Background: an optimization exercise with open tools, aiming at small area, a short achievable clock period and few clock cycles per item. Do not read the settings as production practice.

## alu_cluster
module alu_cluster (
  input  logic          clk,
  input  logic          rst,
  input  logic          in_valid,
  output logic          in_ready,
  input  logic [145:0]  in_req,
  output logic          out_valid,
  input  logic          out_ready,
  output logic [72:0]   out_rsp
);
==> module alu_lane, before the edit <==
module alu_lane (
  input  logic [145:0]  req,
  output logic [72:0]   rsp
);
localparam int DATA_W     = 64;
localparam int HALF_W     = 32;  
localparam int TAG_W      = 4;
localparam int NUM_LANES  = 4;
localparam int LANE_IDX_W = 2;
localparam int FL_C = 3;
localparam int FL_V = 2;
localparam int FL_N = 1;
localparam int FL_Z = 0;
localparam logic [3:0] OP_ADD = 4'd0;
localparam logic [3:0] OP_SUB = 4'd1;
localparam logic [3:0] OP_AND = 4'd2;
localparam logic [3:0] OP_OR  = 4'd3;
localparam logic [3:0] OP_XOR = 4'd4;
localparam logic [3:0] OP_SHL = 4'd5;
localparam logic [3:0] OP_SHR = 4'd6;
localparam logic [3:0] OP_SAR = 4'd7;
localparam logic [3:0] OP_SXT = 4'd8;
localparam logic [1:0] SXT_BYTE = 2'd0;
localparam logic [1:0] SXT_HALF = 2'd1;
localparam logic [1:0] SXT_WORD = 2'd2;
localparam int REQ_W   = 146;
localparam int RQ_TAG  = 0;
localparam int RQ_B    = 4;
localparam int RQ_A    = 68;
localparam int RQ_FIN  = 132;
localparam int RQ_SXT  = 136;
localparam int RQ_COND = 138;
localparam int RQ_OP   = 142;
localparam int RSP_W   = 73;
localparam int RS_TAG  = 0;
localparam int RS_TK   = 4;
localparam int RS_FL   = 5;
localparam int RS_RES  = 9;
  logic [3:0]        op;
  logic [3:0]        cond;
  logic [1:0]        sxt;
  logic [3:0]        fin;
  logic [DATA_W-1:0] a;
  logic [DATA_W-1:0] b;
  logic [TAG_W-1:0]  tag;
  logic              taken;
  assign op   = req[RQ_OP   +: 4];
  assign cond = req[RQ_COND +: 4];
  assign sxt  = req[RQ_SXT  +: 2];
  assign fin  = req[RQ_FIN  +: 4];
  assign a    = req[RQ_A    +: DATA_W];
  assign b    = req[RQ_B    +: DATA_W];
  assign tag  = req[RQ_TAG  +: TAG_W];
  flag_cond_eval cond_i (
    .cond  (cond),
    .flags (fin),
    .taken (taken)
  );
  logic is_add, is_sub, is_and, is_or, is_xor, is_shl, is_shr, is_sar, is_sxt;
  assign is_add = (op == OP_ADD);
  assign is_sub = (op == OP_SUB);
  assign is_and = (op == OP_AND);
  assign is_or  = (op == OP_OR);
  assign is_xor = (op == OP_XOR);
  assign is_shl = (op == OP_SHL);
  assign is_shr = (op == OP_SHR);
  assign is_sar = (op == OP_SAR);
  assign is_sxt = (op == OP_SXT);
  logic              inv_b;
  logic [DATA_W-1:0] bx;
  logic [DATA_W-1:0] p;
  logic [DATA_W-1:0] g;
  logic [DATA_W-1:0] gg;    
  logic [DATA_W-1:0] gp;    
  logic [DATA_W:0]   c;     
  logic [DATA_W-1:0] sum;
  assign inv_b = op[0];
  assign bx = b ^ {DATA_W{inv_b}};
  assign p  = a ^ bx;
  assign g  = a & bx;
  always_comb begin
    gg = g;
    gp = p;
    gg[0] = g[0] | (p[0] & inv_b);
    for (int l = 0; l < 6; l++)
      for (int j = (2 << l) - 1; j < DATA_W; j += (2 << l)) begin
        gg[j] = gg[j] | (gp[j] & gg[j - (1 << l)]);
        gp[j] = gp[j] & gp[j - (1 << l)];
      end
    for (int l = 4; l >= 0; l--)
      for (int j = 3 * (1 << l) - 1; j < DATA_W; j += (2 << l)) begin
        gg[j] = gg[j] | (gp[j] & gg[j - (1 << l)]);
        gp[j] = gp[j] & gp[j - (1 << l)];
      end
  end
  assign c   = {gg, inv_b};
  assign sum = p ^ c[DATA_W-1:0];
  logic [5:0]        sh;
  logic [DATA_W-1:0] sh_in;
  logic [DATA_W-1:0] sh_out;
  logic [DATA_W-1:0] sh_rev;
  logic              fill;
  assign sh   = b[5:0];
  assign fill = is_sar & a[DATA_W-1];
  always_comb begin
    for (int i = 0; i < DATA_W; i++)
      sh_in[i] = is_shl ? a[DATA_W-1-i] : a[i];
  end
  assign sh_out = DATA_W'($signed({fill, sh_in}) >>> sh);
  always_comb begin
    for (int i = 0; i < DATA_W; i++)
      sh_rev[i] = sh_out[DATA_W-1-i];
  end
  logic              s_fill;
  logic [DATA_W-1:0] keep_a;
  logic [DATA_W-1:0] ext;
  assign s_fill = (sxt == SXT_BYTE) ? a[7] : (sxt == SXT_HALF) ? a[15] : a[31];
  always_comb begin
    for (int i = 0; i < DATA_W; i++) begin
      if (i < 8)
        keep_a[i] = is_sxt;
      else if (i < 16)
        keep_a[i] = is_sxt & (sxt != SXT_BYTE);
      else if (i < 32)
        keep_a[i] = is_sxt & sxt[1];
      else
        keep_a[i] = 1'b0;
      ext[i] = is_sxt & ~keep_a[i];
    end
  end
  logic s_arith, s_p, s_g, s_b, s_shr, s_shl;
  assign s_arith = is_add | is_sub;
  assign s_p     = is_xor;
  assign s_g     = is_and | is_or;
  assign s_b     = is_or;
  assign s_shr   = is_shr | is_sar;
  assign s_shl   = is_shl;
  logic [DATA_W-1:0] res_op;
  logic [DATA_W-1:0] res;
  always_comb begin
    for (int i = 0; i < DATA_W; i++)
      res_op[i] = (s_arith & sum[i]) | (s_p & p[i]) | (s_g & g[i]) | (s_b & b[i]) |
                  (s_shr & sh_out[i]) | (s_shl & sh_rev[i]) |
                  (keep_a[i] & a[i]) | (ext[i] & s_fill);
  end
  assign res = taken ? res_op : a;
  logic fc, fv;
  assign fc = (is_add | is_sub) & c[DATA_W];
  assign fv = (is_add | is_sub) & (a[DATA_W-1] == bx[DATA_W-1]) &&
              (sum[DATA_W-1] != a[DATA_W-1]);
  assign rsp[RS_RES +: DATA_W] = res;
  assign rsp[RS_FL + FL_C]     = taken ? fc : fin[FL_C];
  assign rsp[RS_FL + FL_V]     = taken ? fv : fin[FL_V];
  assign rsp[RS_FL + FL_N]     = fin[FL_N];
  assign rsp[RS_FL + FL_Z]     = fin[FL_Z];
  assign rsp[RS_TK]            = taken;
  assign rsp[RS_TAG +: TAG_W]  = tag;
endmodule
Settings: LEC_CHECK=0, ABC_AREA=1, CAP_MARGIN=30, CORE_MARGIN=2, CORE_UTILIZATION=40, PLACE_DENSITY=0.6, SETUP_SLACK_MARGIN=2.0, SLEW_MARGIN=20; clock period 6.0 ns.
standard.sh (not shown) runs the stock make flow with config.mk's settings and CLKGATE_MAP_FILE= SYNTH_SCRIPT=/design/flow/synth_recipe.tcl, a recipe that flattens the netlist after the stock synthesis.
==> flow/flow/run.sh <==
#!/bin/bash
# The standard layout, with plain buf_1 cells as the port buffers (the resizer
# upsizes them where timing needs it).
set -euo pipefail
export BUFFER_PORTS_ARGS="-buffer_cell sky130_fd_sc_hd__buf_1"
export ADDER_MAP_FILE=
bash standard.sh > standard.log 2>&1
Next try:
--- a/flow/design.v
+++ b/flow/design.v
@@ -184,20 +184,18 @@
   assign g  = a & bx;
   always_comb begin
     gg = g;
     gp = p;
     gg[0] = g[0] | (p[0] & inv_b);
-    for (int l = 0; l < 6; l++)
-      for (int j = (2 << l) - 1; j < DATA_W; j += (2 << l)) begin
-        gg[j] = gg[j] | (gp[j] & gg[j - (1 << l)]);
-        gp[j] = gp[j] & gp[j - (1 << l)];
-      end
-    for (int l = 4; l >= 0; l--)
-      for (int j = 3 * (1 << l) - 1; j < DATA_W; j += (2 << l)) begin
-        gg[j] = gg[j] | (gp[j] & gg[j - (1 << l)]);
-        gp[j] = gp[j] & gp[j - (1 << l)];
+    for (int l = 0; l < 6; l++) begin
+      for (int j = 0; j < DATA_W; j++) begin
+        if (((j >> l) & 1) == 1) begin
+          gg[j] = gg[j] | (gp[j] & gg[((j >> l) << l) - 1]);
+          gp[j] = gp[j] & gp[((j >> l) << l) - 1];
+        end
       end
+    end
   end
   assign c   = {gg, inv_b};
   assign sum = p ^ c[DATA_W-1:0];
   logic [5:0]        sh;
   logic [DATA_W-1:0] sh_in;
@@ -220,36 +218,34 @@
   logic [DATA_W-1:0] ext;
   assign s_fill = (sxt == SXT_BYTE) ? a[7] : (sxt == SXT_HALF) ? a[15] : a[31];
   always_comb begin
     for (int i = 0; i < DATA_W; i++) begin
       if (i < 8)
-        keep_a[i] = is_sxt;
+        keep_a[i] = ~taken | is_sxt;
       else if (i < 16)
-        keep_a[i] = is_sxt & (sxt != SXT_BYTE);
+        keep_a[i] = ~taken | (is_sxt & (sxt != SXT_BYTE));
       else if (i < 32)
-        keep_a[i] = is_sxt & sxt[1];
+        keep_a[i] = ~taken | (is_sxt & sxt[1]);
       else
-        keep_a[i] = 1'b0;
-      ext[i] = is_sxt & ~keep_a[i];
+        keep_a[i] = ~taken;
+      ext[i] = taken & is_sxt & ~keep_a[i];
     end
   end
-  logic s_arith, s_p, s_g, s_b, s_shr, s_shl;
-  assign s_arith = is_add | is_sub;
-  assign s_p     = is_xor;
-  assign s_g     = is_and | is_or;
-  assign s_b     = is_or;
-  assign s_shr   = is_shr | is_sar;
-  assign s_shl   = is_shl;
-  logic [DATA_W-1:0] res_op;
+  logic t_arith, t_p, t_g, t_b, t_shr, t_shl;
+  assign t_arith = taken & (is_add | is_sub);
+  assign t_p     = taken & is_xor;
+  assign t_b     = taken & is_or;
+  assign t_g     = taken & (is_and | is_or);
+  assign t_shr   = taken & (is_shr | is_sar);
+  assign t_shl   = taken & is_shl;
   logic [DATA_W-1:0] res;
   always_comb begin
     for (int i = 0; i < DATA_W; i++)
-      res_op[i] = (s_arith & sum[i]) | (s_p & p[i]) | (s_g & g[i]) | (s_b & b[i]) |
-                  (s_shr & sh_out[i]) | (s_shl & sh_rev[i]) |
-                  (keep_a[i] & a[i]) | (ext[i] & s_fill);
+      res[i] = (t_arith & sum[i]) | (t_p & p[i]) | (t_g & g[i]) | (t_b & b[i]) |
+               (t_shr & sh_out[i]) | (t_shl & sh_rev[i]) |
+               (keep_a[i] & a[i]) | (ext[i] & s_fill);
   end
-  assign res = taken ? res_op : a;
   logic fc, fv;
   assign fc = (is_add | is_sub) & c[DATA_W];
   assign fv = (is_add | is_sub) & (a[DATA_W-1] == bx[DATA_W-1]) &&
               (sum[DATA_W-1] != a[DATA_W-1]);
   assign rsp[RS_RES +: DATA_W] = res;
After rerunning:
- worst setup slack improved by 68 ps
- maximum frequency grows by about 1.7%
- area after synthesis grows by about 13%
- hold slack improved by 20 ps
- critical path depth shrinks by 6
- via count grows by about 16%
- utilization shrinks by 2.3 points
- design area grows by 6.8%
- synthesized cell count grows by about 19%
No run of this note included a check of the RTL's function; only the layout flow was run.

[re-timing with driven ports]
Ports are ideal in the flow. The routed layouts listed here were re-timed in OpenROAD.
Step 1: set_driving_cell puts a clkbuf_16 on clk and a buf_2 on each other input, an assumption about the parent block.
Step 2 also shifts input and output timing later by t, the mid clock arrival at the registers, as if the neighbouring blocks saw the same clock.
Three values: no drivers, after step 1, after step 2; two values: the first two.
run | shift t [ns] | slack for setup (ns) | worst hold slack (ns) | worst setup path at the end | worst register clock-pin slew, ns
the first run | 0.408 | 2.028 / 2.009 / 1.601 | 0.978 / 0.957 / 1.038 | input to register | 0.07 / 0.07
the second run | 0.391 | 2.096 / 2.110 / 1.719 | 0.997 / 0.976 / 1.095 | input to register | 0.07 / 0.07
After both steps setup and hold are still met in every run listed. For the first run, which loses most, drivers alone change the setup slack by -0.019 ns; drivers and shift together by -0.427 ns.
